Background: an optimization exercise with open tools, aiming at small area. Do not read the settings as production practice. The RTL was checked by simulation tests, not by an equivalence proof against the original design. No activity file was given, so power comes from the tool's default toggle rates.

<file path="design/flow/config.mk">
export PLATFORM = sky130hd
export DESIGN_NAME = game_top
export DESIGN_NICKNAME = game_top
export VERILOG_FILES = /design/flow/design.v
export SDC_FILE = /design/flow/constraint.sdc
export NUM_CORES = 4
export LEC_CHECK = 0
export CAP_MARGIN = 20
export CORE_MARGIN = 2
export CORE_UTILIZATION = 40
export SLEW_MARGIN = 20
</file>
<file path="design/flow/constraint.sdc">
create_clock -name core_clock -period 10.0 [get_ports {posclk}]
set_input_delay 2.0000 -clock core_clock [delete_from_list [all_inputs] [get_ports {posclk}]]
set_output_delay 2.0000 -clock core_clock [all_outputs]
set_load 0.01 [all_outputs]
</file>
<file path="design/flow/design.v">
`timescale 1ns/1ps
`default_nettype none
module game_top #(
    parameter logic [5:0] DEADLINE_START = 6'd15,
    parameter int         ITEM_SIZE      = 32
) (
    input  logic        posclk,
    input  logic        rst,
    input  logic        left,
    input  logic        right,
    input  logic        down,
    input  logic        up,
    input  logic        start,
    input  logic [2:0]  diff,
    output logic [10:0] block_x,
    output logic [9:0]  block_y,
    output logic [49:0] layer_top,
    output logic [43:0] item_x,
    output logic [39:0] item_y,
    output logic [3:0]  collected,
    output logic [5:0]  count,
    output logic        reminder1,
    output logic        reminder2,
    output logic        lose,
    output logic        win
);
    logic [49:0] prev_top;
    logic [2:0]  spd;
    logic [2:0]  speed;
    logic [4:0]  wrap;
    always_comb begin
        case (diff)
            3'b000:  speed = 3'd1;
            3'b001:  speed = 3'd2;
            3'b010:  speed = 3'd3;
            3'b100:  speed = 3'd4;
            default: speed = 3'd2;
        endcase
    end
    always_comb begin
        for (int i = 0; i < 5; i++) begin
            if (spd != 3'd0 && prev_top[10*i +: 10] >= 10'd765)
                layer_top[10*i +: 10] = 10'd10;
            else
                layer_top[10*i +: 10] = prev_top[10*i +: 10] + {7'd0, spd};
            wrap[i] = layer_top[10*i +: 10] >= 10'd765;
        end
    end
    always_ff @(posedge posclk) begin
        if (rst) begin
            prev_top <= {10'd830, 10'd660, 10'd500, 10'd320, 10'd150};
            spd      <= 3'd0;
        end else begin
            prev_top <= layer_top;
            spd      <= speed;
        end
    end
    logic [3:0] cnt;
    logic       dec;
    logic       tick;
    logic [4:0] cnt_prev;
    assign tick     = (wrap[1] | wrap[3]) & start & (cnt != 4'd0);
    assign cnt_prev = {1'b0, cnt} + {4'd0, dec};
    assign count     = {2'b00, cnt};
    assign reminder1 = cnt_prev <= 5'd10;
    assign reminder2 = cnt_prev <= 5'd5;
    assign lose      = cnt_prev <= 5'd1;
    always_ff @(posedge posclk) begin
        if (rst) begin
            cnt <= DEADLINE_START[3:0];
            dec <= 1'b0;
        end else begin
            cnt <= cnt - {3'd0, tick};
            dec <= tick;
        end
    end
    logic [10:0] bx;
    logic [9:0]  by;
    logic [10:0] x_next;
    logic [9:0]  y_next;
    logic        landed;
    logic        respawn;
    logic [11:0] s;
    logic [3:0]  land_s;
    logic        land_jump;
    logic        land_last;
    logic [4:0]  jump_ok;
    logic [4:0]  solid;
    assign block_x = bx;
    assign block_y = by;
    always_comb begin
        solid[0] = bx < 11'd300 || bx > 11'd418;
        solid[1] = bx < 11'd900 || bx > 11'd1168;
        solid[2] = bx < 11'd580 || bx > 11'd768;
        solid[3] = solid[0];
        solid[4] = solid[1];
        jump_ok[1] = bx > 11'd295 && bx < 11'd423;
        jump_ok[0] = bx > 11'd895 && bx < 11'd1173;
        jump_ok[3] = bx > 11'd575 && bx < 11'd773;
        jump_ok[2] = jump_ok[0];
        jump_ok[4] = jump_ok[1];
        landed    = 1'b0;
        land_s    = 4'd0;
        land_jump = 1'b0;
        land_last = 1'b0;
        for (int l = 0; l < 5; l++) begin
            s = {2'b00, by} + 12'd37 - {2'b00, layer_top[10*l +: 10]};
            if (!landed && !s[11] && s <= 12'd10 && solid[l]) begin
                landed    = 1'b1;
                land_s    = s[3:0];
                land_jump = jump_ok[l];
                land_last = (l == 4);
            end
        end
        respawn = by >= 10'd758;
        if (left && !right)
            x_next = (bx < 11'd19) ? 11'd10 : bx - 11'd9;
        else if (right && !left)
            x_next = (bx > 11'd1227) ? 11'd1236 : bx + 11'd9;
        else
            x_next = bx;
        if (respawn) x_next = 11'd700;
        if (landed) begin
            if (up) begin
                if (land_jump)
                    y_next = (by < 10'd210) ? 10'd10 : by - 10'd200;
                else if (land_last)
                    y_next = (by < 10'd80) ? 10'd10 : by - 10'd70;
                else
                    y_next = (by < 10'd110) ? 10'd10 : by - 10'd100;
            end else begin
                y_next = by + 10'd5 - {6'd0, land_s};       
            end
        end else if (respawn) begin
            y_next = 10'd10;
        end else if (down) begin
            y_next = (by == 10'd0) ? 10'd17 : by + 10'd16;
        end else begin
            y_next = (by < 10'd10) ? 10'd17 : by + 10'd7;
        end
    end
    always_ff @(posedge posclk) begin
        if (rst) begin
            bx <= 11'd140;
            by <= 10'd200;
        end else begin
            bx <= x_next;
            by <= y_next;
        end
    end
    logic [3:0]  coll;
    logic [3:0]  snap;
    logic [3:0]  hit;
    logic [3:0]  xwin;
    logic [39:0] ride;
    assign ride = {prev_top[19:10], prev_top[49:40], prev_top[29:20], prev_top[9:0]};
    assign xwin[0] = bx > 11'd68  && bx < 11'd132;
    assign xwin[1] = bx > 11'd868 && bx < 11'd932;
    assign xwin[2] = bx > 11'd118 && bx < 11'd182;
    assign xwin[3] = bx > 11'd568 && bx < 11'd632;
    always_comb begin
        for (int i = 0; i < 4; i++) begin
            if (coll[i])
                item_y[10*i +: 10] = 10'd900;
            else if (snap[i])
                item_y[10*i +: 10] = 10'd10;
            else
                item_y[10*i +: 10] = ride[10*i +: 10] - 10'd40;
            hit[i] = !coll[i] && xwin[i]
                  && ({1'b0, by} + 11'd32 > {1'b0, item_y[10*i +: 10]})
                  && ({1'b0, by} < {1'b0, item_y[10*i +: 10]} + 11'd32);
        end
    end
    assign item_x[10:0]  = coll[0] ? 11'd900  : 11'd100;
    assign item_x[21:11] = coll[1] ? 11'd1100 : 11'd900;
    assign item_x[32:22] = coll[2] ? 11'd900  : 11'd150;
    assign item_x[43:33] = coll[3] ? 11'd1100 : 11'd600;
    assign collected = coll;
    assign win = &coll;
    always_ff @(posedge posclk) begin
        for (int i = 0; i < 4; i++) begin
            if (rst) begin
                coll[i] <= 1'b0;
                snap[i] <= 1'b0;
            end else begin
                coll[i] <= coll[i] | hit[i];
                snap[i] <= !snap[i] && (ride[10*i +: 10] < 10'd40 || ride[10*i +: 10] >= 10'd798);
            end
        end
    end
endmodule
`default_nettype wire
</file>
<file path="design/flow/run.sh">
#!/bin/bash
# synth_recipe.tcl (not shown) runs the flow's synth.tcl, then flattens the netlist and writes it again
# the make line also repeats each setting of config.mk as NAME=value (left out here)
make -C /OpenROAD-flow-scripts/flow DESIGN_CONFIG=/design/flow/config.mk WORK_HOME=/design/flow/orfs CLKGATE_MAP_FILE= SYNTH_SCRIPT=/design/flow/synth_recipe.tcl finish
</file>
==> load_flow_metrics.sql <==
INSERT INTO impl_metrics (metric_group, metric, value, unit) VALUES
('status', 'status', 'complete, no violations', ''),
('critical_path', 'path_common_cell', 'sky130_fd_sc_hd__ha_1', ''),
('critical_path', 'critical_path_required', '10.26', 'ns'),
('clock_network', 'cts.sink_count', '87', ''),
('worst_hold_path', 'type_of_the_worst_min_delay_path', 'flip-flop to flip-flop', ''),
('clock_network', 'clk_latency_worst_skew_pair', '0.38', 'ns'),
('run', 'max-cap-violations', '0', ''),
('clock_network', 'cts_htree_levels', '3', ''),
('layout', 'post_route_cells_drive_above_1_share', '3.437', '%'),
('sta', 'finClkSkew', '0.01458', 'ns'),
('synthesis', 'synth_sequential_area_ratio', '13.74', '%'),
('sta', 'slew_violations', '0', ''),
('global_route', 'grt_first_pass_wirelength', '67.85', 'mm'),
('clock_network', 'tritoncts_clock_tree', 'built', ''),
('clock_network', 'post_cts.repair.setup_buffers', '0', ''),
('critical_path', 'critical-path-slowest-cell', 'sky130_fd_sc_hd__xnor2_1', ''),
('drt', 'drt_pre_antenna_iters', '5', ''),
('critical_path', 'worst_path_dominant_cell_family', 'compound AO/OA/AOI/OAI gates', ''),
('drt', 'routed_wl', '43.95', 'mm'),
('drt', 'route.vias.total', '13090', ''),
('global_route', 'grt_antenna_before_repair', '0', ''),
('critical_path', 'worst_r2r_startpoint', 'by[3]', ''),
('global_route', 'grt.total_usage', '25.96', '%'),
('clock_network', 'worst_setup_hold_path_clk_slew', '0.08', 'ns'),
('layout', 'mostFrequentLayoutCells', 'sky130_fd_sc_hd__inv_1, sky130_fd_sc_hd__ha_1, sky130_fd_sc_hd__clkdlybuf4s50_1, sky130_fd_sc_hd__nor2_1, sky130_fd_sc_hd__nand2_1', ''),
('sta', 'rsz0062_at_grt', 'false', ''),
('synthesis', 'synth_seq_cells', '87', ''),
('drt', 'drt-vias-per-instance', '5.858', ''),
('critical_path', 'critical_path.max_stage_delay', '0.82', 'ns'),
('clock_network', 'clock-root-buffer', 'sky130_fd_sc_hd__clkbuf_16', ''),
('clock_network', 'cts_hold_repair.buffers', '0', ''),
('drt', 'post-route-drc-count', '0', ''),
('synthesis', 'share_of_the_synthesized_area_in_the_top_cell_type', '18.46', '%'),
('die', 'dieWidth', '182.0', 'um'),
('die', 'fp.dieArea', '33130', 'um^2'),
('global_route', 'maximum_number_of_pins_on_one_net_before_global_route_repair', '45', ''),
('sta', 'post-route-period-util', '77.59', '%'),
('worst_hold_path', 'min-delay-start', 'snap[0]', ''),
('die', 'boundaryPins', '179', ''),
('global_route', 'globalRoute.totalOverflow', '0', ''),
('synthesis', 'synth_largest_area_cell', 'sky130_fd_sc_hd__ha_1', ''),
('power_and_ir_drop', 'power.density', '200.5', 'nW/um^2'),
('clock_network', 'ctsLongestPathBuffers', '2', ''),
('critical_path', 'crit_path_start_kind', 'flip-flop', ''),
('drt', 'initial_drt_markers', '1035', ''),
('die', 'initial_utilization', '40.38', '%'),
('layout', 'diodes', '0', ''),
('sta', 'max_freq', '0.1289', 'GHz'),
('layout', 'commonest_non_fill_non_tap_cell_in_the_layout', 'sky130_fd_sc_hd__inv_1', ''),
('die', 'core_area', '31390', 'um^2'),
('synthesis', 'synth-main-ff-cell', 'sky130_fd_sc_hd__dfxtp_1', ''),
('synthesis', 'synthesis.area', '12680', 'um^2'),
('critical_path', 'worstPathArrival', '8.02', 'ns'),
('sta', 'finalSetupViolCount', '0', ''),
('placement', 'post-dp-hpwl', '34.48', 'mm'),
('critical_path', 'rrSetupSlack', '2.24', 'ns'),
('sta', 'setup_slack', '2.241', 'ns'),
('synthesis', 'asyncSetResetFlopFracSynth', '0', '%'),
('power_and_ir_drop', 'peakVddDrop', '0.1148', 'mV'),
('critical_path', 'setup.worst_path.class', 'flip-flop to flip-flop', ''),
('placement', 'gp_congestion', '0.9786', ''),
('sta', 'slew_headroom', '25.24', '%'),
('sta', 'slew_at_the_pin_closest_to_its_max_slew_limit', '1.113', 'ns'),
('critical_path', 'crit_buf_inv', '2', ''),
('synthesis', 'syn_avg_cell_area', '7.272', 'um^2'),
('placement', 'placement.setup.worst_slack', '2.356', 'ns'),
('synthesis', 'synth.area.top_cells', 'sky130_fd_sc_hd__ha_1, sky130_fd_sc_hd__dfxtp_1, sky130_fd_sc_hd__inv_1', ''),
('layout', 'layout.nets', '2036', ''),
('global_route', 'first_global_vias', '12110', ''),
('sta', 'period_minus_slack', '7.759', 'ns'),
('clock_network', 'cts_resized', '0', '');
[cell families (layout without fill, tap and decap cells)]
group           Yosys count  after routing  share of synthesized area, %
other cells               2             27                       0.05925
compound gates          483            483                         25.31
xor+xnor                115            115                         7.946
buf+inv                 306            371                         10.51
mux                       9              9                        0.7304
fa+ha+maj               198            198                         20.20
flops                    87             87                         13.74
simple gates            543            543                         21.51
[cell usage after synthesis, types with 36 or more instances]
library cell,number
sky130_fd_sc_hd__a21oi_1,127
sky130_fd_sc_hd__buf_4,43
sky130_fd_sc_hd__clkbuf_1,59
sky130_fd_sc_hd__dfxtp_1,87
sky130_fd_sc_hd__ha_1,187
sky130_fd_sc_hd__inv_1,192
sky130_fd_sc_hd__nand2_1,128
sky130_fd_sc_hd__nand3_1,36
sky130_fd_sc_hd__nor2_1,136
sky130_fd_sc_hd__nor2b_1,45
sky130_fd_sc_hd__nor3_1,43
sky130_fd_sc_hd__o21ai_0,119
sky130_fd_sc_hd__xnor2_1,75
sky130_fd_sc_hd__xor2_1,40
[path summary, 6_finish.rpt]
kind | endpoint | cells after the start
worst max-delay path | by[9] | 30
worst min-delay path | snap[0] | 1
worst max register to register | by[9] | 30
worst min register to register | snap[0] | 1
[state kept, by name (all words and copies together) (netlist names)]
name	flops
coll	4
bx	11
snap	4
cnt	4
prev_top	50
dec	1
by	10
spd	3
[area by class of cell]
type	instances	area (um^2)	area share, %
clock buffers	9	225.2	1.548
well taps	402	503.0	3.457
flip-flops and latches	87	1742	11.97
multi-input cells	1375	9696	66.63
inverters	193	724.4	4.978
clock inverters	7	72.57	0.4987
repair buffers	162	1589	10.92
[per-layer routing]
layer	share of wire, %	vias to the layer above
li1	-	6264
met1	45	6254
met2	46	493
met3	6.6	81
met4	3.0	0
met5	0	-
[where the power goes]
part           internal (mW)  switching [mW]
registers              0.376          0.0641
logic                  0.861            1.25
clock network          0.177           0.189
[metrics by stage]
stage          area [um^2]  util (%)  std cells  total power [mW]  hold WS (ns)
2_1_floorplan        12770         -       1768             1.905        0.4686
3_3_place_gp         14250     45.40       2219             2.500        0.4949
3_5_place_dp         14250     45.40       2219             2.516        0.5077
4_1_cts              14550     46.35       2235             2.897        0.5190
5_1_grt              14550     46.35       2235             3.155        0.5533
6_report             14550     46.35       2235             2.917        0.5213
[worst reg2reg max path, delay by kind of cell (launching register included)]
| family | cells | cell delay (ns) |
|---|---|---|
| AO/OA/AOI/OAI | 14 | 2.86 |
| adder cells (fa/ha/maj) | 5 | 1.62 |
| AND/OR/NAND/NOR | 7 | 1.52 |
| XOR/XNOR | 2 | 0.95 |
| flip-flops | 1 | 0.59 |
| buffers and inverters | 2 | 0.11 |

-- what the ideal ports hide --
The flow's constraints put no driver on any port. The routed layout listed below was extracted and timed again, unchanged, in two steps. Step 1 (the two cells are an assumption about what drives the block):
set clk [get_ports {posclk}]
set_driving_cell -lib_cell sky130_fd_sc_hd__clkbuf_16 $clk
set_driving_cell -lib_cell sky130_fd_sc_hd__buf_2 [delete_from_list [all_inputs] $clk]
Step 2 times the ports against the registers' clock, not the clock port: input delays grow and output delays shrink by t, the midpoint of the rising clock arrivals with the driver on. Three values: ideal ports, drivers, drivers and shift; two values: the first two.
t (ns): 0.419
slack for setup (ns): 2.241 / 2.241 / 2.241
clock arrival spread, ns: 0.017 / 0.017
After both steps setup and hold are still met in this run. The setup slack of this run moves by 0.000 ns with the drivers and by 0.000 ns with both steps.
